From an optimization exercise on the open Yosys and OpenROAD flow, aimed at small area and a short achievable clock period; shortcuts taken in it are not production practice.
In this exercise RTL edits were held to simulation tests only and were not proved equivalent to the original.
Power and IR drop assume default switching activity.

==> flow/design.v <==
package pipe_trace_pkg;
    localparam logic [1:0] ST_IDLE_ENC      = 2'd0;
    localparam logic [1:0] ST_ARMED_ENC     = 2'd1;
    localparam logic [1:0] ST_TRIGGERED_ENC = 2'd2;
    localparam logic [1:0] ST_DONE_ENC      = 2'd3;
    typedef enum logic [1:0] {
        ST_IDLE      = ST_IDLE_ENC,
        ST_ARMED     = ST_ARMED_ENC,
        ST_TRIGGERED = ST_TRIGGERED_ENC,
        ST_DONE      = ST_DONE_ENC
    } pipe_trace_state_e;
endpackage
module trace_ram #(
    parameter int DEPTH  = 16,
    parameter int W      = 160,
    parameter int NSEL   = 12,
    parameter int SEL_LO = 3
) (
    input  logic              clk,
    input  logic              shift_i,
    input  logic [W-1:0]      wdata_i,
    input  logic [NSEL-1:0]   sel_i,
    output logic [W-1:0]      rdata_o
);
    logic [DEPTH-1:0][W-1:0] rows_q;
    logic [W-1:0]            out_q, out_d;
    localparam int NGRP = (NSEL + 2) / 3;
    logic [NGRP-1:0][W-1:0] grp;
    always_comb begin
        for (int g = 0; g < NGRP; g++) begin
            grp[g] = '0;
            for (int j = 0; j < 3; j++) begin
                if (3*g + j < NSEL) begin
                    grp[g] = grp[g] | ({W{sel_i[3*g+j]}} & rows_q[SEL_LO+3*g+j]);
                end
            end
        end
        out_d = {W{~shift_i}} & out_q;
        for (int g = 0; g < NGRP; g++) begin
            out_d = out_d | ({W{shift_i}} & grp[g]);
        end
    end
    always_ff @(posedge clk) begin
        if (shift_i) begin
            rows_q <= {rows_q[DEPTH-2:0], wdata_i};
        end
    end
    always_ff @(posedge clk) begin
        out_q <= out_d;
    end
    assign rdata_o = out_q;
endmodule
module pipe_trace_buffer #(
    parameter int NUM_CH    = 4,
    parameter int CH_W      = 32,
    parameter int PC_W      = 32,
    parameter int DEPTH     = 16,
    parameter int POST_TRIG = 4,
    parameter int TS_W      = 16
) (
    input  logic                       clk,
    input  logic                       rst_n,
    input  logic                       sample_en,
    input  logic [PC_W-1:0]            pc_in,
    input  logic [NUM_CH*CH_W-1:0]     ch_in,
    input  logic                       arm,
    input  logic                       trig_en,
    input  logic [PC_W-1:0]            trig_pc,
    output logic [1:0]                 state,
    output logic                       wrapped,
    output logic [$clog2(DEPTH+1)-1:0] count,
    output logic                       rd_valid,
    input  logic                       rd_ready,
    output logic [PC_W-1:0]            rd_pc,
    output logic [NUM_CH*CH_W-1:0]     rd_data
);
    localparam int CNT_W   = $clog2(DEPTH+1);
    localparam int DATA_W  = NUM_CH*CH_W;
    localparam int ENTRY_W = PC_W + DATA_W;
    localparam int NSEL    = DEPTH - POST_TRIG;
    localparam int SEL_LO  = POST_TRIG - 1;
    localparam int POST_W  = (POST_TRIG > 1) ? $clog2(POST_TRIG) : 1;
    if ((DEPTH < 2) || ((DEPTH & (DEPTH - 1)) != 0) || (TS_W < 1)
        || (POST_TRIG < 1) || (POST_TRIG > DEPTH - 1)) begin : g_bad_params
        $error("pipe_trace_buffer: invalid DEPTH/POST_TRIG/TS_W");
    end
    pipe_trace_pkg::pipe_trace_state_e  state_q, state_d;
    logic [CNT_W-1:0]   count_q, count_d;
    logic               wrapped_q, wrapped_d;
    logic [POST_W-1:0]  post_q, post_d;
    logic               rd_valid_q, rd_valid_d;
    logic [NSEL-1:0]    sel_q, sel_d, sel_same, sel_inc;
    logic               done_q;
    logic               last_w;
    logic               writing;
    logic               shift;
    logic               trig_hit;
    logic [ENTRY_W-1:0] rdata;
    assign done_q   = (state_q == pipe_trace_pkg::ST_DONE);
    assign writing  = sample_en && ((state_q == pipe_trace_pkg::ST_ARMED)
                                 || (state_q == pipe_trace_pkg::ST_TRIGGERED));
    assign trig_hit = trig_en && (pc_in == trig_pc);
    assign shift    = (rd_valid_q && rd_ready) || (!done_q && sample_en);
    always_comb begin
        if (state_q != pipe_trace_pkg::ST_TRIGGERED) begin
            post_d = POST_W'(POST_TRIG - 1);
        end else if (sample_en) begin
            post_d = post_q - POST_W'(1);
        end else begin
            post_d = post_q;
        end
    end
    always_comb begin
        state_d    = state_q;
        count_d    = count_q;
        wrapped_d  = wrapped_q;
        rd_valid_d = rd_valid_q;
        if (arm) begin
            state_d    = pipe_trace_pkg::ST_ARMED;
            count_d    = '0;
            wrapped_d  = 1'b0;
            rd_valid_d = 1'b0;
        end else begin
            if (writing) begin
                if (count_q == CNT_W'(DEPTH)) begin
                    wrapped_d = 1'b1;
                end else begin
                    count_d = count_q + CNT_W'(1);
                end
            end
            unique case (state_q)
                pipe_trace_pkg::ST_IDLE: ;
                pipe_trace_pkg::ST_ARMED: begin
                    if (sample_en && trig_hit) begin
                        state_d = pipe_trace_pkg::ST_TRIGGERED;
                    end
                end
                pipe_trace_pkg::ST_TRIGGERED: begin
                    if (sample_en && (post_q == '0)) begin
                        state_d    = pipe_trace_pkg::ST_DONE;
                        rd_valid_d = 1'b1;
                    end
                end
                pipe_trace_pkg::ST_DONE: begin
                    if (rd_valid_q && rd_ready) begin
                        count_d    = count_q - CNT_W'(1);
                        rd_valid_d = (count_q != CNT_W'(1));
                    end
                end
                default: ;
            endcase
        end
    end
    always_comb begin
        for (int k = 0; k < NSEL; k++) begin
            if (k == NSEL - 1) begin
                sel_same[k] = (count_q >= CNT_W'(DEPTH - 1));
                sel_inc[k]  = (count_q >= CNT_W'(DEPTH - 2));
            end else begin
                sel_same[k] = (count_q == CNT_W'(SEL_LO + 1 + k));
                sel_inc[k]  = (count_q == CNT_W'(SEL_LO + k));
            end
        end
        if (arm) begin
            sel_d = '0;
        end else if (writing) begin
            sel_d = sel_inc;
        end else begin
            sel_d = sel_same;
        end
    end
    always_ff @(posedge clk or negedge rst_n) begin
        if (!rst_n) begin
            state_q    <= pipe_trace_pkg::ST_IDLE;
            count_q    <= '0;
            wrapped_q  <= 1'b0;
            post_q     <= '0;
            rd_valid_q <= 1'b0;
        end else begin
            state_q    <= state_d;
            count_q    <= count_d;
            wrapped_q  <= wrapped_d;
            post_q     <= post_d;
            rd_valid_q <= rd_valid_d;
        end
    end
    assign last_w = (state_q == pipe_trace_pkg::ST_TRIGGERED) && (post_q == '0) && sample_en;
    always_ff @(posedge clk) begin
        if (!done_q && !last_w) begin
            sel_q <= sel_d;
        end
    end
    trace_ram #(
        .DEPTH (DEPTH),
        .W     (ENTRY_W),
        .NSEL  (NSEL),
        .SEL_LO(SEL_LO)
    ) u_ram (
        .clk     (clk),
        .shift_i (shift),
        .wdata_i ({pc_in, ch_in}),
        .sel_i   (sel_q),
        .rdata_o (rdata)
    );
    assign state    = state_q;
    assign wrapped  = wrapped_q;
    assign count    = count_q;
    assign rd_valid = rd_valid_q;
    assign rd_pc    = rdata[DATA_W +: PC_W];
    assign rd_data  = rdata[DATA_W-1:0];
endmodule
==> flow/flow/run.sh <==
#!/bin/bash
# Layout flow: the standard ORFS flow (standard.sh, unchanged synthesis,
# floorplan, power grid, placement, CTS and routing), except that the
# buffers buffer_ports puts on every input and output port are plain
# sky130_fd_sc_hd__buf_2 cells instead of the cell it picks by default (a
# clock delay buffer). Timing repair resizes them afterwards as usual.
# make's full output goes to standard_sh.log; each ORFS step keeps its own
# log under orfs/logs/.
set -euo pipefail
cd "$(dirname "$0")/.."
export BUFFER_PORTS_ARGS="-buffer_cell sky130_fd_sc_hd__buf_2"
bash standard.sh finish > standard_sh.log 2>&1
==> flow/standard.sh <==
#!/bin/bash
# synth_recipe.tcl (not shown) runs the flow's synth.tcl, then flattens the netlist and writes it again
# the make line also repeats each setting of config.mk as NAME=value (left out here)
make -C /OpenROAD-flow-scripts/flow DESIGN_CONFIG=/design/flow/config.mk WORK_HOME=/design/flow/orfs CLKGATE_MAP_FILE= SYNTH_SCRIPT=/design/flow/synth_recipe.tcl "${@:-finish}"
==> flow/config.mk <==
export PLATFORM = sky130hd
export DESIGN_NAME = pipe_trace_buffer
export DESIGN_NICKNAME = pipe_trace_buffer
export VERILOG_FILES = /design/flow/design.v
export SDC_FILE = /design/flow/constraint.sdc
export NUM_CORES = 4
export LEC_CHECK = 0
export CAP_MARGIN = 20
export CORE_MARGIN = 2
export CORE_UTILIZATION = 65
export CTS_CLUSTER_DIAMETER = 100
export CTS_CLUSTER_SIZE = 30
export SETUP_SLACK_MARGIN = 2.35
export SLEW_MARGIN = 20
==> flow/constraint.sdc <==
create_clock -name core_clock -period 4.6 [get_ports {clk}]
set_input_delay 0.9200 -clock core_clock [delete_from_list [all_inputs] [get_ports {clk}]]
set_output_delay 0.9200 -clock core_clock [all_outputs]
set_load 0.01 [all_outputs]
==> results of run 1 <==
[metrics by stage]
step,TNS (ps),cell area [µm²],worst slack [ps],std cells
after floorplan,-7389660,88500,-3290,4274
after global placement,0,92700,1500,6257
after detailed placement,0,92700,1500,6258
after CTS,0,96700,2270,6459
after global routing,0,97100,2260,6476
final,0,97100,2310,6478
[layer usage]
layer / track usage, % / up-vias
li1: - / 18834
met1: 40.3 / 22946
met2: 38.4 / 2058
met3: 5.09 / 232
met4: 6.76 / 20
met5: 0 / -
[cell type report]
cell class / instances / area (µm²) / area share, %
flip-flops and latches: 2583 / 76100 / 78.3
multi-input cells: 1425 / 11400 / 11.8
repair buffers: 500 / 4540 / 4.68
clock buffers: 168 / 2690 / 2.77
well taps: 1781 / 2230 / 2.29
clock inverters: 7 / 109 / 0.112
inverters: 9 / 36.3 / 0.0374
diodes: 5 / 12.5 / 0.0129
[worst register-to-register path: cells and delay by family, from the launching register on]
family                   cells  cell delay (ps)
buffers and inverters        4              850
adder cells (fa/ha/maj)      1              260
flip-flops                   1              460
AO/OA/AOI/OAI                2              390
AND/OR/NAND/NOR              1              130
[state kept, by name (all words and copies together), names as in the netlist]
register / flops
u_ram.rows_q: 2400
u_ram.out_q: 160
sel_q: 12
count_q: 5
post_q: 2
state_q: 2
rd_valid_q: 1
wrapped_q: 1
[cells in the mapped netlist (3+ instances only)]
master / instances
sky130_fd_sc_hd__edfxtp_1: 2412
sky130_fd_sc_hd__nor2_1: 177
sky130_fd_sc_hd__ha_1: 11
sky130_fd_sc_hd__xor2_1: 32
sky130_fd_sc_hd__clkbuf_1: 149
sky130_fd_sc_hd__buf_2: 90
sky130_fd_sc_hd__nand3b_1: 3
sky130_fd_sc_hd__dfrtp_1: 11
sky130_fd_sc_hd__nand2_1: 21
sky130_fd_sc_hd__a221oi_1: 480
sky130_fd_sc_hd__xnor2_1: 3
sky130_fd_sc_hd__nor4_1: 7
sky130_fd_sc_hd__dfxtp_1: 160
sky130_fd_sc_hd__nor3_1: 3
sky130_fd_sc_hd__nand3_1: 4
sky130_fd_sc_hd__a21oi_1: 6
sky130_fd_sc_hd__o21ai_0: 7
sky130_fd_sc_hd__inv_1: 9
sky130_fd_sc_hd__buf_1: 14
sky130_fd_sc_hd__and3_1: 5
sky130_fd_sc_hd__a22o_1: 480
sky130_fd_sc_hd__a41oi_1: 161
[worst min-delay path by stage]
stage / end / slack [ps] / cells after the start
3_3_place_gp: u_ram.rows_q[259] / 400 / 0
4_1_cts: u_ram.rows_q[17] / 260 / 1
3_5_place_dp: u_ram.rows_q[171] / 400 / 0
2_1_floorplan: u_ram.rows_q[160] / 400 / 0
5_1_grt: u_ram.rows_q[13] / 270 / 1
6_report: u_ram.rows_q[19] / 320 / 1
[timing repair]
action                                   CTS  global route
endpoints found under the hold margin     11             0
endpoints found under the setup margin  2519          1467
hold buffers                               1             0
gates resized for setup                  175            69
gates cloned                              17            10
setup buffers                              8             4
pin swaps                                  1             0
[report_power, final]
part           total (mW)  leakage [nW]  internal, mW  switching [mW]
registers            41.0          25.0          36.9            4.09
clock network        10.7          1.33          4.09            6.61
logic                15.2          5.92          5.67            9.50
total                66.8          32.3          46.6            20.2
[logic make-up (layout without fill, tap and decap cells)]
logic type,Yosys count,count (layout)
and+or+nand+nor,233,233
AOI/OAI and AO/OA,1145,1145
buffers and inverters,266,684
other,0,5
xor gates and xnor gates,35,35
muxes,1,1
adders and majority gates,11,11
DFF,2583,2583
==> metrics list, run 1 <==
- Outcome: no timing/DRC/antenna violations
- Cells with a size suffix above 1 make up between 10% and 20% of the layout.
* Yosys top cell by area: sky130_fd_sc_hd__edfxtp_1
- In the final design database the tool counted 4824 nets.
- Dividing the detail-routed wire length by the instance count gives ~29 µm.
- For this run, the leading register cell type out of synthesis is sky130_fd_sc_hd__edfxtp_1.
- For the worst-skew pair, the clock arrives at the later sink with an insertion delay of between 700 and 800 ps.
* Setup repair after global routing missed its margin: yes
- Path type of the worst setup path: reg2out
- Fraction of the core area covered by cells at the end of the flow: between 70% and 80%
- Setup violations remaining at the end of the flow were counted as 0.
- The number of nets in the synthesized netlist is approximately 4500.
- The initialized floorplan defines roughly 140 standard-cell rows.
- Leaving out fill and tap cells, the most frequent cell in the layout is sky130_fd_sc_hd__edfxtp_1.
- STA classifies the critical path endpoint as a primary output.
- The first global-routing pass estimated between 200000 and 300000 µm of wire.
- Arrival time of the worst setup path: about 1400 ps
- Startpoint of the most critical setup path: wrapped_q
- Post-route total power: 66.8 mW
- Core Footprint: approximately 0.14 mm²
* Cell types with the largest area share after synthesis: sky130_fd_sc_hd__edfxtp_1 82%, sky130_fd_sc_hd__a221oi_1 4.8%, sky130_fd_sc_hd__a22o_1 4.8%, sky130_fd_sc_hd__dfxtp_1 3.6%, sky130_fd_sc_hd__a41oi_1 1.6%
- The tree is rooted in a sky130_fd_sc_hd__clkbuf_16.
- Number of buffers added by the clock tree synthesis step: 96
* Largest delay contributor family on the critical path: flip-flops
- GP Congestion: around 0.78
- All-Layer GR Usage: 25.9%
* Cell Area, Synth: around 0.088 mm²
- During placement, the flow inserted port buffers numbering 366.
- Transition time of the tightest slew-check pin: roughly 1100 ps
- Slew HR: 28.9%
- Of all flip-flops after synthesis, the portion carrying an async set or reset was less than 1%.
- Entering global routing, the biggest net connects roughly 140 pins.
* Worst path bufs/invs: 1
- Period minus WS final: about 2300 ps
* Sequential-to-total area share from yosys stat: 85.8%
- Clock buffer depth: 3
- The slowest stage of the critical path belongs to the cell sky130_fd_sc_hd__dfrtp_2.
- STA classifies the critical path startpoint as a flop.
- The initial antenna violation count is 18.
- Vias post-DR: 44090
- Cell-by-cell trace of the critical path: buf_6
- The layout has ~8000 filler cells.
- Counting cells, the worst reg-to-reg path comes to 8.
- From bottom edge to top edge, the die measures approximately 370 µm.
- Data on the critical path is required at its endpoint by 3680 ps.
- Worst hold start: ch_in[19]
- Total of warnings raised by yosys: 2
- After detailed routing, the met2 layer carries approximately 84000 µm of wire.
- Power density over the cells: slightly below 700 mW/mm²
- Vias per Instance: ~6.8
- Relative to the synthesized area, the layout overhead comes to 9.80%.
- Worst Clk Skew: around 34 ps
* Drt first pass iters: 6
* Endpoints failing hold: 0
* Worst Setup EP: wrapped
* Clock sink total: between 2000 and 3000
- In the routed design, unresolved DRC markers number 0.
- Summing the areas of all and, or, nand and nor instances in the mapped netlist gives under 10% of the synthesized area.
* Synthesized-area fraction occupied by adder cells: less than 1%
* Post-detailed-placement half-perimeter wirelength: between 90000 and 100000 µm
- Hold timing on the final database bottoms out at a slack of between 300 and 400 ps.
- EDFF count, synth: 2412
* Path type of the worst min-delay path: in2reg
- Number of synthesized register bits: 2583
* Worst vdd rail ir drop: slightly below 0.7 mV
- The share of synthesized area in the top cell type comes to about 80%.
- Compound-Gate Fraction of Synth Area: ~11%
* Avg Inst Size Synth: around 21 µm²
- TritonCTS built the clock tree.
* Die Span X: 373 µm
- Clock Pin Slew Worst Setup and Hold Paths: roughly 110 ps
* XOR/XNOR Fraction of Synth Area: less than 1%
* Total wirelength of the detailed-routed design: 185000 µm
- The endpoint identified for the worst register-to-register timing path is u_ram.out_q[139].
* M1 WL: about 80000 µm
* GRT overflow: 0
* ANT nets after route: 0
- Final count of pins violating max slew: 0
- The initial utilization of the core area, before any placement, comes to between 60% and 70%.
* Cell count after synthesis: around 4300
* Portion of netlist area occupied by mux cells: less than 1%
* Drt initial violations: between 5000 and 6000
* H-tree levels: 3
- Delay of the slowest cell on the worst path: 480 ps
* Highest-count cells in the layout ignoring fill and taps: 2412 x sky130_fd_sc_hd__edfxtp_1, 480 x sky130_fd_sc_hd__a22o_1, 480 x sky130_fd_sc_hd__a221oi_1
* Die area: 0.139 mm²
- In this run the worst path has a maximum fanout of 2.
- Part of the cycle the worst path needs: about half
- Max-cap violations in this run came to 0.
- Pin placement for this block handled approximately 370 I/O pins.
* Start of the worst register-to-register path: state_q[0]
* Post-synth cell types: between 40 and 50
* Setup slack on the worst flop-to-flop path: about 2400 ps
- Detailed routing placed a total of approximately 17000 µm of wire on met3.
- Routed signal wires occupy layers up through met5.
* LEAKAGE: between 30 and 40 nW
- After synthesis, the largest family of logic cells by area is compound AO/OA/AOI/OAI gates.
* Timing-limited maximum frequency: between 0.4 and 0.5 GHz
- In this run the number of cells on the critical path is 1.
- The via count of the first global-routing pass is between 40000 and 50000.
==> inputs of run 2 (changes only) <==
--- a/flow/design.v
+++ b/flow/design.v
@@ -24,20 +24,10 @@
 );
     logic [DEPTH-1:0][W-1:0] rows_q;
     logic [W-1:0]            out_q, out_d;
-    localparam int NGRP = (NSEL + 2) / 3;
-    logic [NGRP-1:0][W-1:0] grp;
-    always_comb begin
-        for (int g = 0; g < NGRP; g++) begin
-            grp[g] = '0;
-            for (int j = 0; j < 3; j++) begin
-                if (3*g + j < NSEL) begin
-                    grp[g] = grp[g] | ({W{sel_i[3*g+j]}} & rows_q[SEL_LO+3*g+j]);
-                end
-            end
-        end
+    always_comb begin
         out_d = {W{~shift_i}} & out_q;
-        for (int g = 0; g < NGRP; g++) begin
-            out_d = out_d | ({W{shift_i}} & grp[g]);
+        for (int k = 0; k < NSEL; k++) begin
+            out_d = out_d | ({W{shift_i & sel_i[k]}} & rows_q[SEL_LO+k]);
         end
     end
     always_ff @(posedge clk) begin
--- a/flow/config.mk
+++ b/flow/config.mk
@@ -7,8 +7,8 @@
 export LEC_CHECK = 0
 export CAP_MARGIN = 20
 export CORE_MARGIN = 2
-export CORE_UTILIZATION = 65
+export CORE_UTILIZATION = 40
 export CTS_CLUSTER_DIAMETER = 100
 export CTS_CLUSTER_SIZE = 30
-export SETUP_SLACK_MARGIN = 2.35
+export SETUP_SLACK_MARGIN = 2.4
 export SLEW_MARGIN = 20
==> run 2 against run 1 <==
Power grew 8.6%; hold slack worse by 44 ps; final area increased by 11%; largest cell class unchanged; flip-flop and latch count stayed put; worst setup slack worse by 180 ps; combinational power up 28%.
==> metrics list, run 2 <==
- Setup slack on the worst flop-to-flop path: 2130 ps
* Kind of end point of the critical path: flop
- Cell types with the largest area share after synthesis: sky130_fd_sc_hd__edfxtp_1 82%, sky130_fd_sc_hd__a22oi_1 5.1%, sky130_fd_sc_hd__dfxtp_1 3.6%, sky130_fd_sc_hd__a22o_1 1.7%, sky130_fd_sc_hd__a221oi_1 1.3%
- Share of post-route cells with drive strength above 1: around a quarter
* GRT overflow: 0
* PortBufs: approximately 370
- Once the floorplan was initialized, standard cells occupied roughly 40% of the core.
- Row generation in the floorplan step produced ~170 rows.
* Path type of the worst min-delay path: in2reg
* Cell at the root of the clock tree: sky130_fd_sc_hd__clkbuf_16
- The H-tree was split into 3 levels.
- Clock Pin Slew Worst Setup and Hold Paths: 120 ps
* Yosys top cell by area: sky130_fd_sc_hd__edfxtp_1
- For this block, the routed nets add up to roughly 260000 µm of wire.
* CP Max Fanout: 63
* Die Span X: around 470 µm
* Fraction of the core area covered by cells at the end of the flow: 48.8%
- GP Congestion: 0.778
* Count of endpoints failing setup in the final report: 0
- By startpoint and endpoint, the worst setup path is classified as reg2reg.
* Post-detailed-placement half-perimeter wirelength: roughly 120000 µm
* Sequential-to-total area share from yosys stat: a little under nine tenths
- Highest-count cells in the layout ignoring fill and taps: 2412 x sky130_fd_sc_hd__edfxtp_1, 593 x sky130_fd_sc_hd__a22oi_1, 208 x sky130_fd_sc_hd__buf_6
- Entering global routing, the biggest net connects between 60 and 70 pins.
- In this run the critical register-to-register path is launched from sel_q[10].
- LEAKAGE: 35.8 nW
- Headroom to the max-slew limit came out at about 33%.
- Most frequent standard cell in the layout excluding fill and tap cells: sky130_fd_sc_hd__edfxtp_1
- Counting distinct cell types in the post-synthesis netlist gives 45.
- For the worst-skew pair, the clock arrives at the later sink with an insertion delay of around 800 ps.
- Of the total power, registers draw ~57%.
- In this run, synthesis inferred approximately 2400 flip-flops with an integrated enable.
- Total of warnings raised by yosys: 2
* Period minus WS final: roughly 2500 ps
- Part of the cycle the worst path needs: 53.7%
- In the synthesized netlist, the number of instances is 4438.
- Number of buffers added by the clock tree synthesis step: 100
- Number of placed I/O pins: around 370
* TritonCTS clock tree: done
* Clock sink total: 2583
* Via count of the first global-routing pass: between 40000 and 50000
* Sw power: ~23 mW
* Die area: between 0.2 and 0.25 mm²
- Endpoints failing hold: 0
- In this run, the number of DRC markers left after iteration 0 of detailed routing was 8032.
* Fraction of synthesized cell area taken by the top area cell type: between 80% and 90%
- The largest registers in the layout are u_ram.rows_q x2400, u_ram.out_q x160, sel_q x12.
- In this run the deepest clock path goes through 3 buffers.
- Final count of pins violating max slew: 0
- Arrival time of the worst setup path: approximately 3200 ps
* Setup repair after global routing missed its margin: yes
- Die height: between 400 and 500 µm
- ANT nets after route: 0
- The filler cells instantiated in the layout total 17933.
* Remaining DRCs: 0
* Avg Inst Size Synth: between 15 and 20 µm²
- The register with the most flip-flops in the layout has 2400 of them.
- After synthesis the netlist holds a flip-flop and latch count of approximately 2600.
- Dividing the detail-routed wire length by the instance count gives 32.1 µm.
- The first detailed-routing pass took 6 iterations.
- Net Sw Frac: 31.9%
- Top-count cell post-synth: sky130_fd_sc_hd__edfxtp_1
- Internal power: between 40 and 50 mW
- For the final database, setup skew stands at roughly 35 ps.
- Worst EP required: between 5000 and 6000 ps
- Measured in cells, the most critical reg-to-reg path has a length of 8.
* Combinational power share: a little over a quarter
- Across all layers, the routed design uses approximately 49000 vias.
- The worst hold path terminates at u_ram.rows_q[97].
* Register with the highest flop count: u_ram.rows_q
* Vias per Instance: around 6.0
- Fraction of power consumed by the clock network: about 16%
- The flow ran to the end and the layout has no timing, DRC or antenna violations.
- Transition time of the tightest slew-check pin: between 1000 and 1500 ps
- In the final layout, the multi-input gates occupy about 0.012 mm².
- IR analysis of the VDD net gives a maximum drop of ~0.37 mV.
* Most used flip-flop cell after synthesis: sky130_fd_sc_hd__edfxtp_1
- The worst setup path is launched from a flop.
- Top cells by count, synth: 2412 x sky130_fd_sc_hd__edfxtp_1, 608 x sky130_fd_sc_hd__a22oi_1, 176 x sky130_fd_sc_hd__a22o_1, 162 x sky130_fd_sc_hd__nand4_1, 160 x sky130_fd_sc_hd__dfxtp_1
- The design draws ~73 mW.
- For this design the ratio of total power to cell area is ~680 mW/mm².
- Area Growth Syn to Fin: 21.1%
* Nets: between 5000 and 6000
* All-Layer GR Usage: between 10% and 20%
- Antenna violations before repair: 10
* Worst hold start: ch_in[97]
- Across the run, the number of max-cap violations was 0.
- Core Footprint: approximately 0.22 mm²
- The mapped netlist covers approximately 0.089 mm².
* Hold Path Cell Cnt: 1
- The first global-routing pass estimated 321000 µm of wire.
* Post-synthesis net count: between 4000 and 5000
- Derived from the worst setup path, the maximum achievable clock frequency is 0.405 GHz.
- Async set-reset flop share out of synthesis: 0.426%
- In this run the critical register-to-register path is captured at u_ram.out_q[60].
* Area taken by flip-flops and latches: roughly 0.076 mm²
run 2: changes by cell type after synthesis, moves of 45 or more:
cell | previous run | this run
sky130_fd_sc_hd__nand4_1 | 2 | 162
sky130_fd_sc_hd__o21ai_0 | 7 | 159
sky130_fd_sc_hd__clkbuf_1 | 149 | 104
sky130_fd_sc_hd__a221oi_1 | 480 | 131
sky130_fd_sc_hd__a22oi_1 | 0 | 608
sky130_fd_sc_hd__a41oi_1 | 161 | 0
sky130_fd_sc_hd__a22o_1 | 480 | 176
sky130_fd_sc_hd__nand3_1 | 4 | 157
sky130_fd_sc_hd__nor2_1 | 177 | 16
run 2: cell type report:
class / count / area share, %
sequential: 2583 / 71.1
multi-input combinational: 1597 / 11.6
timing repair buffer: 870 / 11.0
tap: 2958 / 3.45
clock buffer: 168 / 2.66
clock inverter: 14 / 0.234
inverter: 10 / 0.0349
antenna: 1 / 0.00233
run 2: worst max-delay path, cell delays in order (launching register included):
cell                        delay, ps
sky130_fd_sc_hd__edfxtp_1         430
sky130_fd_sc_hd__buf_12           200
sky130_fd_sc_hd__a21boi_4         410
sky130_fd_sc_hd__buf_8            170
sky130_fd_sc_hd__buf_12           130
sky130_fd_sc_hd__clkbuf_16        170
sky130_fd_sc_hd__a22o_1           210
sky130_fd_sc_hd__nor4_2           270
sky130_fd_sc_hd__nand2_1           80
run 2: per-layer routing:
layer / GRT usage [%] / share of wire, % / wire length, µm / up-vias
li1: - / - / - / 20072
met2: 30.8 / 46 / 121000 / 2960
met1: 28.4 / 41 / 107000 / 25634
met3: 3.27 / 11 / 27900 / 334
met4: 4.73 / 2.9 / 7520 / 2
met5: 0 / 0.0076 / 20 / -
run 2: power groups by stage:
stage / sequential, mW / combinational [mW] / clock, mW
floorplan: 41.2 / 7.17 / 0
global placement: 40.9 / 12.6 / 0
detailed placement: 41.1 / 12.9 / 0
CTS: 41.2 / 15.6 / 11.8
global route: 42.1 / 20.5 / 12.5
finish: 41.5 / 19.5 / 11.6
run 2: per-stage QoR:
stage                     std cells  instance area, µm²  hold slack [ps]  setup WS (ps)  setup TNS [ps]
after floorplan                4438               88700              400          -3140        -7557300
after global placement         7652               94900              400           1170               0
after detailed placement       7652               94900              405           1100               0
after CTS                      7929              102000              213           2210               0
after global routing           8200              107000              236           2170               0
final                          8201              107000              277           2130               0
run 2: worst max path at each step:
stage	endpoint	cells after the start	from	slack, ps
finish	u_ram.out_q[60]	8	sel_q[10]	2130
global route	u_ram.out_q[32]	11	state_q[0]	2170
CTS	rd_valid	1	rd_valid_q	2210
detailed placement	u_ram.out_q[0]	8	rd_ready	1100
global placement	u_ram.out_q[84]	7	rd_ready	1170
floorplan	u_ram.rows_q[0]	6	sample_en	-3140
run 2: what timing repair did:
action	in CTS	in global routing
pin swaps	8	149
endpoints found under the hold margin	11	0
setup buffers	49	150
endpoints found under the setup margin	2728	753
gates resized for setup	556	354
hold buffers	1	0
cloned	45	121
run 2: logic make-up after synthesis:
group | share of synthesized area (%)
fa+ha+maj | 0.155
xor+xnor | 0.346
compound gates | 9.99
buf+inv | 1.43
flops | 85.6
simple gates | 2.49
==> inputs of run 3 (changes only) <==
--- a/flow/config.mk
+++ b/flow/config.mk
@@ -10,5 +10,5 @@
 export CORE_UTILIZATION = 40
 export CTS_CLUSTER_DIAMETER = 100
 export CTS_CLUSTER_SIZE = 30
-export SETUP_SLACK_MARGIN = 2.4
+export SETUP_SLACK_MARGIN = 2.3
 export SLEW_MARGIN = 20
==> run 3 against run 2 <==
Still clean on timing, DRC and antenna; clock power hardly changed; worst setup slack better by 140 ps; combinational power is about 20% lower; critical endpoint is now u_ram.out_q[101]; highest routed layer is now met4.
==> metrics list, run 3 <==
- Antenna violations before repair: 6
- The number of placed instances, taps included, is 7652.
* Cell types with the largest area share after synthesis: sky130_fd_sc_hd__edfxtp_1 82%, sky130_fd_sc_hd__a22oi_1 5.1%, sky130_fd_sc_hd__dfxtp_1 3.6%, sky130_fd_sc_hd__a22o_1 1.7%, sky130_fd_sc_hd__a221oi_1 1.3%
- Drt first pass iters: 7
- The cell count after synthesis came out at about 4400.
- TritonCTS clock tree: done
- The clock arrives with between 30 and 40 ps of skew.
- Counting flops with an async set or reset pin after synthesis yields a share of 0.426%.
* Delay of the slowest cell on the worst path: 430 ps
- Cell Area, Synth: about 0.089 mm²
* Vias post-DR: 46408
- In this run the critical register-to-register path is captured at u_ram.out_q[101].
* H-tree levels: 3
* EDFF count, synth: around 2400
- After detailed routing, the number of vias per cell comes to 5.84.
* Initial core utilization: 40.3%
* Timing-limited maximum frequency: approximately 0.43 GHz
- Top cells by count, synth: 2412 x sky130_fd_sc_hd__edfxtp_1, 608 x sky130_fd_sc_hd__a22oi_1, 176 x sky130_fd_sc_hd__a22o_1, 162 x sky130_fd_sc_hd__nand4_1, 160 x sky130_fd_sc_hd__dfxtp_1
* Number of synthesized register bits: between 2000 and 3000
* Path type of the worst setup path: reg2reg
- GRT overflow: 0
- Kind of end point of the critical path: flop
* Cell at the root of the clock tree: sky130_fd_sc_hd__clkbuf_16
* Part of the cycle the worst path needs: 50.7%
- Setup violations remaining at the end of the flow were counted as 0.
* Most used flip-flop cell after synthesis: sky130_fd_sc_hd__edfxtp_1
* Number of placed I/O pins: roughly 370
* Global-route wire length before repair: around 310000 µm
- Die Span X: around 470 µm
- sky130_fd_sc_hd__edfxtp_1 is the most common cell in the netlist.
* Die area: ~0.23 mm²
- Clock buffer depth: 3
* Worst vdd rail ir drop: 0.363 mV
* Total wirelength of the detailed-routed design: around 230000 µm
- Insertion delay to the later sink of the worst-skew pair: a little under 800 ps
- Start of the worst register-to-register path: state_q[1]
* Area Growth Syn to Fin: 14.6%
- Arrival time of the worst setup path: around 3000 ps
- Among all stages on the critical path, the largest delay is contributed by sky130_fd_sc_hd__dfrtp_1.
- Power comes to between 60 and 70 mW.
- Pin count of the biggest net entering global routing: just over 70
- Remaining DRCs: 0
- Clock sink total: around 2600
* Final count of pins violating max slew: 0
* Flip-flop count of the largest register, all copies and words added: 2400
- Routability-driven placement finished with a final weighted congestion of a little under 0.8.
- Hold Path Cell Cnt: 1
- Setup_tns: 0 ps
* Terminating pin of the worst hold path: u_ram.rows_q[97]
- Endpoints failing hold: 0
- In the final layout, the share of cells above drive strength 1 is 18.4%.
* Post-synth cell types: between 40 and 50
- Die height: 475 µm
* Site row count: 172
* Register with the highest flop count: u_ram.rows_q
- sky130_fd_sc_hd__edfxtp_1 takes more of the synthesized area than any other cell.
- Post-detailed-placement half-perimeter wirelength: ~120000 µm
* Number of buffers added by the clock tree synthesis step: 100
- Number of cells in the finished layout apart from fillers: roughly 7900
* Setup slack on the worst flop-to-flop path: between 2000 and 2500 ps
- Count of max-cap constraint violations: 0
- Setup repair after global routing missed its margin: yes
* Total of warnings raised by yosys: 2
* Drt initial violations: between 6000 and 7000
- For the worst setup path, the data required time is approximately 5300 ps.
- In this run the worst hold path is classified as in2reg.
- Summed over its instances, the top area cell type makes up 81.7% of the synthesized netlist area.
* All-Layer GR Usage: between 10% and 20%
- Power spread over the standard cell area amounts to about 670 mW/mm².
- Leaving out fill and tap cells, the most frequent cells in the layout are 2412 x sky130_fd_sc_hd__edfxtp_1, 608 x sky130_fd_sc_hd__a22oi_1, 267 x sky130_fd_sc_hd__buf_2.
- The worst path needs around 2300 ps of the cycle, external delays included.
- Slew HR: between 30% and 40%
- CP Max Fanout: 54
- Walking the worst path, the cells encountered are ha_4 -> nand2b_4 -> buf_6 -> a21boi_4 -> buf_16 -> a22o_1 -> a221oi_1 -> nand4_1.
- Most frequent standard cell in the layout excluding fill and tap cells: sky130_fd_sc_hd__edfxtp_1
- Core Footprint: between 0.2 and 0.25 mm²
* Transition time of the tightest slew-check pin: between 1000 and 1500 ps
- The analysis attributes to cell leakage a power of between 30 and 40 nW.
- Detail-routed net length per standard cell: roughly 28 µm
* Outcome: no timing/DRC/antenna violations
* PortBufs: around 370
- Sequential elements use between 80% and 90% of the synthesized area.
* Clock Pin Slew Worst Setup and Hold Paths: 120 ps
- In the final layout, the registers with the most flip-flops are u_ram.rows_q x2400, u_ram.out_q x160, sel_q x12.
- Via count of the first global-routing pass: ~44000
* Cell count of the worst reg-to-reg path: 8
- After synthesis, the mean cell area works out to 20.0 µm².
* Nets: just over 5000
* ANT nets after route: 0
- The worst setup path is launched from a flop.
- Post-synthesis net count: 4647
- The startpoint identified for the worst hold timing path is ch_in[97].
-- run 3: cell counts after synthesis --
No cell type changed its count.
-- run 3: worst max-delay path by stage --
stage	depth (start not counted)	start	end	slack, ps
after global routing	1	state_q[0]	state[0]	2220
after global placement	7	rd_ready	u_ram.out_q[84]	1170
final	8	state_q[1]	u_ram.out_q[101]	2270
after floorplan	6	sample_en	u_ram.rows_q[0]	-3140
after CTS	1	rd_valid_q	rd_valid	2210
after detailed placement	8	rd_ready	u_ram.out_q[0]	1100
-- run 3: repair_timing --
item,4_1_cts,5_1_grt
endpoints found under the setup margin,2696,603
setup buffers,28,21
gates resized for setup,364,108
hold buffers,1,0
gates cloned,33,31
hold endpoints to repair,11,0
pin swaps,5,2
-- run 3: area by class of cell --
class | count | area [µm²]
inverters | 10 | 37.5
well taps | 2958 | 3700
multi-input cells | 1597 | 11700
clock buffers | 168 | 2850
flip-flops and latches | 2583 | 76200
diodes | 1 | 2.50
clock inverters | 14 | 251
fillers | 18512 | 118000
repair buffers | 618 | 6930
-- run 3: logic make-up (layout without fill, tap and decap cells) --
logic type / after synthesis / count (layout) / share of synthesized area [%]
adder cells (fa/ha/maj): 11 / 11 / 0.155
other: 0 / 1 / 0
AO/OA/AOI/OAI: 1147 / 1147 / 9.99
buffers and inverters: 259 / 810 / 1.43
XOR/XNOR: 35 / 35 / 0.346
flip-flops: 2583 / 2583 / 85.6
AND/OR/NAND/NOR: 403 / 404 / 2.49
-- run 3: metal layers --
layer  wire (µm)  track usage [%]
met3       19700             3.12
met5           0                0
met2      105000             30.0
met4        5460             4.42
met1       95700             27.7
-- run 3: report_power, final --
group	internal, mW	total (mW)	switching, mW
clock	4.46	11.5	7.03
combinational	5.94	15.6	9.67
sequential	36.6	41.1	4.49
-- run 3: per-stage QoR --
step	instance area [µm²]	setup WS [ps]	utilization (%)	hold WS, ps
after floorplan	88700	-3140	-	400
after global placement	94900	1170	43.1	400
after detailed placement	94900	1100	43.1	405
after CTS	100000	2210	45.7	213
after global routing	102000	2220	46.2	236
final	102000	2270	46.2	286
-- run 3: critical path, delay by kind of cell, from the launching register on --
| family | cells | cell delay [ps] |
|---|---|---|
| buf+inv | 2 | 430 |
| fa+ha+maj | 1 | 180 |
| simple gates | 2 | 390 |
| compound gates | 3 | 640 |
| flops | 1 | 430 |
==> inputs of run 4 (changes only) <==
--- a/flow/config.mk
+++ b/flow/config.mk
@@ -7,7 +7,7 @@
 export LEC_CHECK = 0
 export CAP_MARGIN = 20
 export CORE_MARGIN = 2
-export CORE_UTILIZATION = 40
+export CORE_UTILIZATION = 55
 export CTS_CLUSTER_DIAMETER = 100
 export CTS_CLUSTER_SIZE = 30
 export SETUP_SLACK_MARGIN = 2.3
==> run 4 against run 3 <==
Wire length decreased by 5.5%; largest power group unchanged; via count decreased by 1.1%; synthesized cell count unchanged; critical path depth increased by 1; sequential share of layout area increased by 2.5 points; core utilization increased by 15 points; final area decreased by 3.4%; clock skew increased by 14 ps.
==> metrics list, run 4 <==
- At the end of routability-driven placement, the weighted congestion stood at 0.776.
- Drt first pass iters: 5
* Internal power: around 45 mW
* Sequential fraction of design power: a little over three fifths
- Net Sw Frac: a little under a third
- PortBufs: 366
* Start of the worst register-to-register path: state_q[0]
- Yosys attributes the largest share of cell area to sky130_fd_sc_hd__edfxtp_1 82%, sky130_fd_sc_hd__a22oi_1 5.1%, sky130_fd_sc_hd__dfxtp_1 3.6%, sky130_fd_sc_hd__a22o_1 1.7%, sky130_fd_sc_hd__a221oi_1 1.3%.
* Power density over the cells: about 670 mW/mm²
- Number of placed I/O pins: 367
- Worst vdd rail ir drop: ~0.43 mV
- LEAKAGE: between 30 and 40 nW
- Highest metal layer with signal wires: met5
- The clock reaches the later pin of the worst-skew pair after a little under 800 ps.
- The share of total power dissipated in the clock network is 16.7%.
* All-Layer GR Usage: about a quarter
* Flip-flop count of the largest register, all copies and words added: 2400
- Core Footprint: approximately 0.16 mm²
- Antenna violations before repair: 6
- Sequential-to-total area share from yosys stat: between 80% and 90%
* EDFF count, synth: 2412
- Part of the cycle the worst path needs: 50.4%
* Setup repair after global routing missed its margin: yes
* TritonCTS clock tree: done
- Timing-limited maximum frequency: 0.431 GHz
- The count of final hold-check violations came to 0.
- The multi-input combinational cells in the finished layout cover a total of 0.0117 mm².
- STA classifies the critical path endpoint as a flop.
* Register with the highest flop count: u_ram.rows_q
- Period minus WS final: 2320 ps
- Number of buffers added by the clock tree synthesis step: between 90 and 100
- Relative to the synthesized area, the layout overhead comes to 10.7%.
* Clock Pin Slew Worst Setup and Hold Paths: ~120 ps
* Total inserted antenna cells: 0
- Vias post-DR: 45908
* Cell count after synthesis: between 4000 and 5000
- For this block, the routed nets add up to 213000 µm of wire.
* Synthesized-area fraction occupied by adder cells: less than 1%
- Die Span X: approximately 410 µm
- After synthesis, the mean cell area works out to roughly 20 µm².
* Slew HR: between 20% and 30%
- The biggest area contributor in the post-synthesis netlist is sky130_fd_sc_hd__edfxtp_1.
* Top-count cell post-synth: sky130_fd_sc_hd__edfxtp_1
- Number of synthesized register bits: approximately 2600
- Detail-routed net length per standard cell: around 30 µm
- For this run, the number of Yosys warnings is 2.
- In this run the vertical extent of the chip is 406 µm.
* Die area: roughly 0.16 mm²
- Along the worst path, the maximum fanout reaches 50.
* Area taken by flip-flops and latches: 0.0761 mm²
- M1 WL: about 90000 µm
* Largest family of logic cells by synthesized area: compound AO/OA/AOI/OAI gates
- XOR/XNOR Fraction of Synth Area: less than 1%
- Most frequent standard cell in the layout excluding fill and tap cells: sky130_fd_sc_hd__edfxtp_1
- After synthesis, the share of cell area in mux cells is 0%.
* Fillers: ~12000
* Path type of the worst min-delay path: in2reg
- ANT nets after route: 0
- Outcome: no timing/DRC/antenna violations
- Worst hold start: ch_in[8]
- Post-detailed-placement half-perimeter wirelength: roughly 110000 µm
* Top cells by count, synth: 2412 x sky130_fd_sc_hd__edfxtp_1, 608 x sky130_fd_sc_hd__a22oi_1, 176 x sky130_fd_sc_hd__a22o_1, 162 x sky130_fd_sc_hd__nand4_1, 160 x sky130_fd_sc_hd__dfxtp_1
- Pin count of the biggest net entering global routing: 117
* H-tree levels: 3
- Count of max-cap constraint violations: 0
- Using the TritonRoute via totals, the vias-per-cell ratio works out to approximately 6.5.
- Summing the areas of all and, or, nand and nor instances in the mapped netlist gives roughly 2.5% of the synthesized area.
- Highest-count cells in the layout ignoring fill and taps: 2412 x sky130_fd_sc_hd__edfxtp_1, 608 x sky130_fd_sc_hd__a22oi_1, 356 x sky130_fd_sc_hd__buf_2
* Final count of pins violating max slew: 0
- Setup violations remaining at the end of the flow were counted as 0.
- Startpoint of the most critical setup path: state_q[0]
* Largest registers: u_ram.rows_q x2400, u_ram.out_q x160, sel_q x12
* Category of the worst setup path launch point: flop
- Summing the areas of all compound-gate instances in the mapped netlist gives approximately 10% of the synthesized area.
* Global-route wire length before repair: between 300000 and 400000 µm
* Worst EP required: 5230 ps
- In the synthesized netlist the async set-or-reset flop fraction comes to 0.426%.
* Clock sink total: between 2000 and 3000
* Initial core utilization: about 55%
- The initialized floorplan defines between 100 and 150 standard-cell rows.
- In this run, the combinational gates consume 20.9% of the power.
- Measured on the finished design, the core utilization comes to a little over 60%.
* Arrival time of the worst setup path: roughly 3000 ps
* Final Hold Slack: roughly 310 ps
* Most used flip-flop cell after synthesis: sky130_fd_sc_hd__edfxtp_1
- Share of post-route cells with drive strength above 1: between 10% and 20%
* Worst Clk Skew: around 47 ps
* Cell Area, Synth: between 0.08 and 0.09 mm²
* GRT overflow: 0
- Path type of the worst setup path: reg2reg
* Detailed route wirelength on metal3: around 16000 µm
- The synthesized design devotes to its leading area cell type between 80% and 90% of total area.
- Cell at the root of the clock tree: sky130_fd_sc_hd__clkbuf_16
- Metal2 WL: between 100000 and 150000 µm
- For this run, design rule violations remaining after detail routing come to 0.
- The net count of the finished layout is 5072.
- Counting every net in the synthesized netlist gives 4647.
* Clock buffer depth: 3
- Post-synth cell types: 45
- Sw power: about 20 mW
- Via count of the first global-routing pass: ~43000
- Drt initial violations: approximately 6200
- Transition time of the tightest slew-check pin: roughly 1100 ps
==> run 4: cell families after synthesis <==
family	Yosys count
xor gates and xnor gates	35
DFF	2583
AOI/OAI and AO/OA	1147
adders and majority gates	11
buffers and inverters	259
and+or+nand+nor	403
==> run 4: what timing repair did <==
action	4_1_cts	5_1_grt
hold buffers	1	0
resized for setup	136	64
endpoints found under the setup margin	2630	132
hold endpoints to repair	11	0
setup buffers	40	1
gates cloned	12	5
pin swaps	7	1
==> run 4: worst max-delay path, cell delays in order (launching register included) <==
cell                       delay (ps)
sky130_fd_sc_hd__dfrtp_1          430
sky130_fd_sc_hd__ha_4             160
sky130_fd_sc_hd__nand2b_4         170
sky130_fd_sc_hd__buf_12           160
sky130_fd_sc_hd__buf_12           110
sky130_fd_sc_hd__a21boi_4          70
sky130_fd_sc_hd__buf_12           170
sky130_fd_sc_hd__a22o_1           360
sky130_fd_sc_hd__a221oi_1         240
sky130_fd_sc_hd__nand4_1          130
==> run 4: path summary, 6_finish.rpt <==
check | end | slack [ps] | depth (start not counted)
setup / recovery | u_ram.out_q[108] | 2280 | 9
hold / removal | u_ram.rows_q[8] | 310 | 1
setup reg to reg | u_ram.out_q[108] | 2280 | 9
hold reg to reg | u_ram.rows_q[616] | 420 | 0
max in group asynchronous | rd_valid_q | 3820 | 2
min in group asynchronous | wrapped_q | 550 | 2
==> run 4: power by group through the flow <==
| stage | registers, mW | clock network [mW] | logic, mW |
|---|---|---|---|
| after global routing | 41.6 | 11.9 | 14.8 |
| after CTS | 40.8 | 11.2 | 13.5 |
| after detailed placement | 41.1 | 0 | 12.7 |
| final | 40.9 | 11.0 | 13.7 |
| after global placement | 41.0 | 0 | 12.5 |
| after floorplan | 41.2 | 0 | 7.17 |
==> run 4: area by class of cell <==
type / count / area share [%]
Inverter: 10 / 0.0382
Sequential cell: 2583 / 77.5
Clock buffer: 170 / 2.77
Clock inverter: 9 / 0.117
Multi-Input combinational cell: 1598 / 11.9
Timing Repair Buffer: 574 / 4.89
Tap cell: 2160 / 2.75
==> run 4: layer usage <==
metal | global-route usage [%] | vias up
met5 | 0 | -
met3 | 3.01 | 228
met2 | 40.0 | 2126
li1 | - | 19376
met1 | 38.3 | 24176
met4 | 4.77 | 2
==> run 4: stage by stage <==
stage	worst slack, ps	TNS, ps	instance area, µm²	power [mW]	cells
global route	2240	0	98200	68.2	7104
CTS	2270	0	97900	65.5	7098
finish	2280	0	98200	65.5	7104
floorplan	-3140	-7557300	88700	48.4	4438
global placement	1270	0	93900	53.4	6866
detailed placement	1260	0	93900	53.8	6866
==> inputs of run 5 (changes only) <==
--- a/flow/design.v
+++ b/flow/design.v
@@ -24,10 +24,20 @@
 );
     logic [DEPTH-1:0][W-1:0] rows_q;
     logic [W-1:0]            out_q, out_d;
-    always_comb begin
+    localparam int NGRP = (NSEL + 2) / 3;
+    logic [NGRP-1:0][W-1:0] grp;
+    always_comb begin
+        for (int g = 0; g < NGRP; g++) begin
+            grp[g] = '0;
+            for (int j = 0; j < 3; j++) begin
+                if (3*g + j < NSEL) begin
+                    grp[g] = grp[g] | ({W{sel_i[3*g+j]}} & rows_q[SEL_LO+3*g+j]);
+                end
+            end
+        end
         out_d = {W{~shift_i}} & out_q;
-        for (int k = 0; k < NSEL; k++) begin
-            out_d = out_d | ({W{shift_i & sel_i[k]}} & rows_q[SEL_LO+k]);
+        for (int g = 0; g < NGRP; g++) begin
+            out_d = out_d | ({W{shift_i}} & grp[g]);
         end
     end
     always_ff @(posedge clk) begin
@@ -81,14 +91,18 @@
     logic               rd_valid_q, rd_valid_d;
     logic [NSEL-1:0]    sel_q, sel_d, sel_same, sel_inc;
     logic               done_q;
+    logic               nd_q, nd_d;      
+    logic               at_q, at_d;      
     logic               last_w;
     logic               writing;
     logic               shift;
     logic               trig_hit;
     logic [ENTRY_W-1:0] rdata;
-    assign done_q   = (state_q == pipe_trace_pkg::ST_DONE);
-    assign writing  = sample_en && ((state_q == pipe_trace_pkg::ST_ARMED)
-                                 || (state_q == pipe_trace_pkg::ST_TRIGGERED));
+    assign done_q   = !nd_q;
+    assign writing  = sample_en && at_q;
+    assign nd_d     = (state_d != pipe_trace_pkg::ST_DONE);
+    assign at_d     = (state_d == pipe_trace_pkg::ST_ARMED)
+                   || (state_d == pipe_trace_pkg::ST_TRIGGERED);
     assign trig_hit = trig_en && (pc_in == trig_pc);
     assign shift    = (rd_valid_q && rd_ready) || (!done_q && sample_en);
     always_comb begin
@@ -166,12 +180,16 @@
             wrapped_q  <= 1'b0;
             post_q     <= '0;
             rd_valid_q <= 1'b0;
+            nd_q       <= 1'b1;
+            at_q       <= 1'b0;
         end else begin
             state_q    <= state_d;
             count_q    <= count_d;
             wrapped_q  <= wrapped_d;
             post_q     <= post_d;
             rd_valid_q <= rd_valid_d;
+            nd_q       <= nd_d;
+            at_q       <= at_d;
         end
     end
     assign last_w = (state_q == pipe_trace_pkg::ST_TRIGGERED) && (post_q == '0) && sample_en;
--- a/flow/config.mk
+++ b/flow/config.mk
@@ -7,8 +7,8 @@
 export LEC_CHECK = 0
 export CAP_MARGIN = 20
 export CORE_MARGIN = 2
-export CORE_UTILIZATION = 55
+export CORE_UTILIZATION = 65
 export CTS_CLUSTER_DIAMETER = 100
 export CTS_CLUSTER_SIZE = 30
-export SETUP_SLACK_MARGIN = 2.3
+export SETUP_SLACK_MARGIN = 2.38
 export SLEW_MARGIN = 20
==> run 5 against run 4 <==
Cell count decreased by 8.4%; wire length is 14% lower; highest routed layer unchanged; sequential power is 32% lower; count of clock-buffer cells in the layout increased by 1; critical path depth shrank 8; via count shrank 4.6%.
==> metrics list, run 5 <==
* Endpoints failing hold: 0
- Along the worst path, the maximum fanout reaches 2.
- Total wirelength of the detailed-routed design: 183000 µm
* Total inserted antenna cells: 0
* Remaining DRCs: 0
- Cell Area, Synth: 0.0898 mm²
- The detail route stage leaves a number of antenna-violating nets equal to 0.
- After global routing the overflow that remains totals 0.
- The H-tree was split into 3 levels.
- Count of max-cap constraint violations: 0
- In the layout the commonest cells are 2412 x sky130_fd_sc_hd__edfxtp_1, 480 x sky130_fd_sc_hd__a22o_1, 380 x sky130_fd_sc_hd__a221oi_1.
* Antenna violations before repair: 3
* Cell-by-cell trace of the critical path: buf_6
- Nets: 4844
- Initial core utilization: between 60% and 70%
- In this run the core area contains roughly 140 standard-cell rows.
- The register with the most flip-flops in the layout has 2400 of them.
- Detailed placement ended at an HPWL of a little under 100000 µm.
- Die height: roughly 380 µm
* Register with the highest flop count: u_ram.rows_q
- After synthesis, the most frequently instantiated cells are 2412 x sky130_fd_sc_hd__edfxtp_1, 481 x sky130_fd_sc_hd__a22o_1, 380 x sky130_fd_sc_hd__a221oi_1, 176 x sky130_fd_sc_hd__nor2_1, 160 x sky130_fd_sc_hd__dfxtp_1.
* Period minus WS final: ~2200 ps
- IR analysis of the VDD net gives a maximum drop of about 0.34 mV.
- Slew HR: around a third
* GR met3 Demand/Resource: ~3.5%
- TritonCTS clock tree: done
- Power density over the cells: 409 mW/mm²
- Placed Cells incl. Taps: roughly 6300
* Vias per Instance: 6.73
* Pin count of the biggest net entering global routing: 110
- Worst path bufs/invs: 1
- Clock buffer depth: 3
* Area Growth Syn to Fin: 9.52%
- Yosys printed 2 warnings.
- The later pin in the worst-skew pair is clocked with a latency of 750 ps.
* Cell types with the largest area share after synthesis: sky130_fd_sc_hd__edfxtp_1 81%, sky130_fd_sc_hd__a22o_1 4.7%, sky130_fd_sc_hd__a221oi_1 3.7%, sky130_fd_sc_hd__dfxtp_1 3.6%, sky130_fd_sc_hd__a221oi_2 1.7%
- Number of cells in the finished layout apart from fillers: 6508
- The die covers around 0.14 mm².
- Drt first pass iters: 6
- The worst setup path is launched from a flop.
* Clock Pin Slew Worst Setup and Hold Paths: roughly 110 ps
- Number of synthesized register bits: around 2600
* Fraction of synthesized cell area taken by the top area cell type: 80.7%
- Async set-reset flop share out of synthesis: less than 1%
- OpenSTA, run right after detailed placement, puts the worst setup slack at 1630 ps.
- Final count of pins violating max slew: 0
- The layer flagged by global routing as most heavily used is met2.
- Once routing completed, OpenROAD measured the worst setup slack at around 2400 ps.
- The largest registers in the layout are u_ram.rows_q x2400, u_ram.out_q x160, sel_q x12.
- Path type of the worst setup path: reg2out
- Input and output buffers added on the ports amount to approximately 370.
- For flop-to-flop paths, the worst setup slack is between 2000 and 3000 ps.
- Clock sink total: between 2000 and 3000
- Most used flip-flop cell after synthesis: sky130_fd_sc_hd__edfxtp_1
* Path type of the worst min-delay path: in2reg
- Pin placement for this block handled ~370 I/O pins.
* Part of the cycle the worst path needs: between 40% and 50%
* Core Footprint: approximately 0.14 mm²
- Post-synth cell types: 45
- Setup repair after global routing could not meet its margin everywhere.
- Met1 usage: roughly two fifths
- Top-count cell post-synth: sky130_fd_sc_hd__edfxtp_1
* Outcome: no timing/DRC/antenna violations
- LEAKAGE: around 32 nW
- Transition time of the tightest slew-check pin: 1000 ps
- After the first detailed-routing iteration, the DRC count stood at around 5200.
* Yosys top cell by area: sky130_fd_sc_hd__edfxtp_1
* Avg Inst Size Synth: ~21 µm²
* Share of post-route cells with drive strength above 1: 20.1%
* Count of endpoints failing setup in the final report: 0
* Cell count after synthesis: approximately 4300
* Worst Clk Skew: 34.7 ps
- For this run, the top clock speed supported by timing is around 0.45 GHz.
- At the worst endpoint, the arrival time is around 1300 ps.
- Via count of the first global-routing pass: 42197
- The cell sitting at the root of the clock tree is a sky130_fd_sc_hd__clkbuf_16.
* Detail-routed net length per standard cell: around 28 µm
- Largest delay contributor family on the critical path: flip-flops
- The slowest stage of the critical path is the sky130_fd_sc_hd__dfrtp_2 cell.
- Summing the sequential cell areas from Yosys gives about 85% of the chip area.
- Leaving out fill and tap cells, the most frequent cell in the layout is sky130_fd_sc_hd__edfxtp_1.
* Die Span X: about 380 µm
- Global routing consumed, over all layers together, between 20% and 30% of the routing resources.
* Number of buffers added by the clock tree synthesis step: 96
- EDFF count, synth: roughly 2400
- The first global-routing pass estimated roughly 270000 µm of wire.
* Delay of the slowest cell on the worst path: roughly 440 ps
- Post-synthesis net count: 4474
- Vias post-DR: 43797
- Global routing consumed, on the met2 layer, 40.7% of the routing resources.
- GP Congestion: slightly below 0.8
- Kind of end point of the critical path: primary output
* Worst EP required: about 3700 ps
[run 5: cell count changes after synthesis, sizes merged, moves of 9 or more]
cell / before / now
a22o: 176 / 481
clkbuf: 105 / 123
a22oi: 608 / 0
a21boi: 13 / 0
nand4: 162 / 8
nand3: 157 / 8
nor3: 13 / 3
a221oi: 152 / 480
buf: 144 / 135
nor2: 16 / 177
nand2: 30 / 21
o21ai: 159 / 6
a41oi: 0 / 161
a222oi: 16 / 0
[run 5: area by class of cell]
type / instances / area (µm²)
fillers: 8285 / 39000
inverters: 8 / 30.0
multi-input cells: 1418 / 12500
clock buffers: 171 / 2790
flip-flops and latches: 2585 / 76200
repair buffers: 529 / 4450
well taps: 1794 / 2240
clock inverters: 3 / 47.5
[run 5: stage by stage]
| stage | total power, mW | util [%] | setup TNS [ps] | hold slack [ps] | cell area (µm²) |
|---|---|---|---|---|---|
| 3_3_place_gp | 29.7 | 68.7 | 0 | 400 | 94300 |
| 4_1_cts | 40.5 | 71.4 | 0 | 280 | 98100 |
| 2_1_floorplan | 29.1 | - | -7299210 | 400 | 89800 |
| 6_report | 40.2 | 71.6 | 0 | 334 | 98300 |
| 5_1_grt | 41.4 | 71.6 | 0 | 288 | 98300 |
| 3_5_place_dp | 29.8 | 68.7 | 0 | 405 | 94300 |
[run 5: path summary, 6_finish.rpt]
kind,endpoint,startpoint,cells after the start
worst min-delay path,u_ram.rows_q[109],ch_in[109],1
worst min register to register,u_ram.rows_q[504],u_ram.rows_q[344],0
min in group asynchronous,count_q[2],rst_n,2
max in group asynchronous,nd_q,rst_n,2
worst max-delay path,count[3],count_q[3],1
worst max register to register,u_ram.out_q[102],sel_q[4],4
[run 5: where the power goes]
part           leakage, nW  switching, mW  internal (mW)
logic                 5.86          0.864          0.535
clock network         1.35           6.59           4.20
registers             25.2          0.757           27.2
total                 32.4           8.21           32.0
[run 5: kinds of logic after synthesis]
kind of cell | count (synthesis) | share of synthesized area [%]
adder cells (fa/ha/maj) | 8 | 0.112
AND/OR/NAND/NOR | 231 | 1.10
flip-flops | 2585 | 84.6
XOR/XNOR | 35 | 0.342
AO/OA/AOI/OAI | 1143 | 12.4
buffers and inverters | 266 | 1.45
[run 5: routing by layer]
layer / up-vias / wire length, µm
met5: - / 27
met4: 4 / 3780
met2: 1679 / 88000
met1: 23032 / 79000
met3: 216 / 12200
li1: 18866 / -
[run 5: timing repair]
action                                  in CTS  in global routing
hold buffers                                 1                  0
gates cloned                                 1                  0
endpoints found under the hold margin       10                  0
buffers inserted                            24                 13
gates resized for setup                    268                 34
endpoints found under the setup margin    1423                 81
==> inputs of run 6 (changes only) <==
--- a/flow/config.mk
+++ b/flow/config.mk
@@ -7,8 +7,8 @@
 export LEC_CHECK = 0
 export CAP_MARGIN = 20
 export CORE_MARGIN = 2
-export CORE_UTILIZATION = 65
+export CORE_UTILIZATION = 55
 export CTS_CLUSTER_DIAMETER = 100
 export CTS_CLUSTER_SIZE = 30
-export SETUP_SLACK_MARGIN = 2.38
+export SETUP_SLACK_MARGIN = 2.45
 export SLEW_MARGIN = 20
==> run 6 against run 5 <==
Cell count up 6.5%; synthesized area unchanged; non-clock buffer count is 37 higher; synthesized cell count unchanged; final area grew 1.5%; critical path depth is the same; highest routed layer unchanged.
==> metrics list, run 6 <==
* Most frequent standard cell in the layout excluding fill and tap cells: sky130_fd_sc_hd__edfxtp_1
- Via count of the first global-routing pass: approximately 43000
* Avg Inst Size Synth: about 21 µm²
- GP Congestion: ~0.77
* Transition time of the tightest slew-check pin: 1010 ps
* Path type of the worst min-delay path: in2reg
* Share of post-route cells with drive strength above 1: between 20 and 25%
- The routed layout has 43732 vias.
- Setup_tns: 0 ps
- The synthesized netlist occupies a cell area of ~0.090 mm².
- The detail route stage leaves a number of antenna-violating nets equal to 0.
- Clock-pin slew was measured on the worst setup and hold paths at 110 ps.
- The die is just over 400 µm wide.
- The routed design uses 88900 µm of met2 wire.
* Area Growth Syn to Fin: 11.1%
* LEAKAGE: approximately 33 nW
- More flip-flops sit in one register than any other, and that register is u_ram.rows_q.
- Before antenna repair, the detailed router went through 5 iterations.
- In the routed design, unresolved DRC markers number 0.
- Top-count cell post-synth: sky130_fd_sc_hd__edfxtp_1
- Summed over all nets, the half-perimeter wirelength after detailed placement is a little under 100000 µm.
* Fraction of synthesized cell area taken by the top area cell type: between 80 and 90%
- Summing the sequential cell areas from Yosys gives between 80 and 90% of the chip area.
- The signal on the critical path passes through buf_6.
- Core Footprint: about 0.16 mm²
- In this design, the largest share of critical-path delay is due to flip-flops.
* Final count of pins violating max slew: 0
* Die height: about 410 µm
* Antenna violations before repair: 2
- Insertion delay to the later sink of the worst-skew pair: around 760 ps
- Detailed route wirelength on metal3: around 12000 µm
- Timing would allow up to between 0.4 and 0.5 GHz.
- Worst path bufs/invs: 1
* Detail-routed net length per standard cell: around 27 µm
- The flow ran to the end and the layout has no timing, DRC or antenna violations.
- Number of placed I/O pins: approximately 370
- EDFF count, synth: 2412
- Total of warnings raised by yosys: 2
* Site row count: ~150
- All-Layer GR Usage: 22.3%
* Power density over the cells: between 400 and 500 mW/mm²
* Number of cells in the finished layout apart from fillers: 6929
- H-tree levels: 3
* CP Max Fanout: 2
* Post-synth cell types: between 40 and 50
- Post-route standard cell area excluding fillers: between 0.09 and 0.1 mm²
* Category of the worst setup path launch point: flop
- Async set-reset flop share out of synthesis: 0.503%
- Data arrives at the worst endpoint at roughly 1300 ps.
- Delay of the slowest cell on the worst path: around 440 ps
- The register with the most flip-flops in the layout has 2400 of them.
- Cell types with the largest area share after synthesis: sky130_fd_sc_hd__edfxtp_1 81%, sky130_fd_sc_hd__a22o_1 4.7%, sky130_fd_sc_hd__a221oi_1 3.7%, sky130_fd_sc_hd__dfxtp_1 3.6%, sky130_fd_sc_hd__a221oi_2 1.7%
- In the layout the commonest cells are 2412 x sky130_fd_sc_hd__edfxtp_1, 480 x sky130_fd_sc_hd__a22o_1, 378 x sky130_fd_sc_hd__a221oi_1.
* Post-synthesis net count: about 4500
- Counting the buffers created by CTS gives 96.
- In the final layout, the registers with the most flip-flops are u_ram.rows_q x2400, u_ram.out_q x160, sel_q x12.
* Area taken by flip-flops and latches: around 0.076 mm²
- Counting every instance in the synthesized netlist gives approximately 4300.
- The worst pin sits at a relative slew slack of 32.9%.
* Area of placed instances: roughly 0.095 mm²
* GRT overflow: 0
- Vias per Instance: approximately 6.3
- Path type of the worst setup path: reg2out
* M1 WL: roughly 85000 µm
* Clock sink total: 2585
- In this run the clock root is driven by a sky130_fd_sc_hd__clkbuf_16.
- Worst vdd rail ir drop: about 0.36 mV
- PortBufs: about 370
- Setup repair after global routing could not meet its margin everywhere.
* Count of max-cap constraint violations: 0
* Highest metal layer with signal wires: met5
- The count of final hold-check violations came to 0.
- Synthesis inferred 2585 register bits.
- Clock buffer depth: 3
* Pin count of the biggest net entering global routing: about 110
* Fillers: roughly 11000
* Placed Cells incl. Taps: between 6000 and 7000
- At the end of the flow, the number of nets in the layout was just under 5000.
- Yosys top cell by area: sky130_fd_sc_hd__edfxtp_1
* Total wirelength of the detailed-routed design: roughly 190000 µm
* Area taken by multi-input logic gates: 0.0126 mm²
* Post-route total power: just over 40 mW
- Initial core utilization: between 50% and 60%
- Most used flip-flop cell after synthesis: sky130_fd_sc_hd__edfxtp_1
* Part of the cycle the worst path needs: approximately half
- Worst Clk Skew: roughly 34 ps
- Data on the critical path is required at its endpoint by ~3700 ps.
- The commonest cells after synthesis are 2412 x sky130_fd_sc_hd__edfxtp_1, 481 x sky130_fd_sc_hd__a22o_1, 380 x sky130_fd_sc_hd__a221oi_1, 176 x sky130_fd_sc_hd__nor2_1, 160 x sky130_fd_sc_hd__dfxtp_1.
- The first global-routing pass estimated between 200000 and 300000 µm of wire.
- The worst setup path is captured at a primary output.
* TritonCTS clock tree: done
- Among all stages on the critical path, the largest delay is contributed by sky130_fd_sc_hd__dfrtp_2.
- Period minus WS final: around 2200 ps
- The die covers ~0.17 mm².
- Count of endpoints failing setup in the final report: 0
- The detailed router finished its first iteration with roughly 4800 violations.
[run 6: final timing paths]
kind                                         from           endpoint  slack, ps  cells after the start
worst max-delay path                   state_q[1]           state[1]       2370                      1
worst min-delay path                    ch_in[53]   u_ram.rows_q[53]        330                      1
worst max register to register           sel_q[6]    u_ram.out_q[81]       2480                      4
worst min register to register  u_ram.rows_q[199]  u_ram.rows_q[359]        410                      0
max in group asynchronous                   rst_n               nd_q       3700                      2
min in group asynchronous                   rst_n         count_q[4]        600                      2
[run 6: final cells by class]
cell class,instances,share of cell area (%)
clock buffers,172,2.77
diodes,1,0.00251
repair buffers,566,5.33
inverters,8,0.0301
clock inverters,4,0.0564
multi-input cells,1418,12.6
flip-flops and latches,2585,76.5
well taps,2175,2.73
[run 6: kinds of logic (layout without fill, tap and decap cells)]
| kind of cell | after synthesis | count (layout) | share of synthesized area [%] |
|---|---|---|---|
| simple gates | 231 | 231 | 1.10 |
| buf+inv | 266 | 750 | 1.45 |
| fa+ha+maj | 8 | 8 | 0.112 |
| other cells | 0 | 1 | 0 |
| compound gates | 1143 | 1144 | 12.4 |
| xor+xnor | 35 | 35 | 0.342 |
| flops | 2585 | 2585 | 84.6 |
[run 6: repair_timing]
action | in CTS | in global routing
gates cloned | 2 | 0
setup endpoints to repair | 2086 | 225
gates resized for setup | 423 | 17
endpoints found under the hold margin | 12 | 0
setup buffers | 51 | 8
pin swaps | 1 | 5
hold buffers | 1 | 0
[run 6: where the power goes]
group / internal (mW) / leakage, nW / total [mW] / switching (mW)
Clock: 4.16 / 1.34 / 10.9 / 6.70
Sequential: 27.2 / 25.2 / 28.0 / 0.768
Combinational: 0.628 / 6.21 / 1.50 / 0.875
[run 6: metal layers]
metal	track usage (%)	up-vias
li1	-	18954
met1	33.9	23108
met2	34.8	1501
met3	3.04	167
met4	5.27	2
met5	0	-
[run 6: through the flow]
step	hold slack [ps]	setup WS (ps)	utilization, %
global route	280	2310	61.4
detailed placement	405	1540	58.5
floorplan	400	-3260	-
finish	329	2370	61.4
global placement	400	1580	58.5
CTS	259	2290	61.3

==> re-timing with driven ports <==
Ports are ideal in the flow. The routed layouts listed here were re-timed in OpenROAD. Step 1 sets driving cells, clkbuf_16 on the clock port and buf_2 on the other inputs (assumed; they add their load-dependent delay and slew). Step 2 also shifts input and output timing later by t, the mid clock arrival at the registers, as if the neighbouring blocks saw the same clock. a / b / c = ideal ports / drivers / drivers and shift; a / b = the first two.
run | t, ns | setup slack, ns | pins driven straight from the clock port
run 1 | 0.824 | 2.313 / 2.235 / 1.764 | 1
run 2 | 0.883 | 2.131 / 2.131 / 1.771 | 1
run 3 | 0.860 | 2.268 / 2.215 / 1.825 | 1
run 4 | 0.834 | 2.280 / 2.234 / 1.687 | 1
run 5 | 0.817 | 2.368 / 2.287 / 2.025 | 1
run 6 | 0.822 | 2.371 / 2.291 / 1.748 | 1
After both steps setup and hold are still met in every run listed. The setup slack of run 6, which loses most, moves by -0.080 ns with the drivers and by -0.623 ns with both steps.
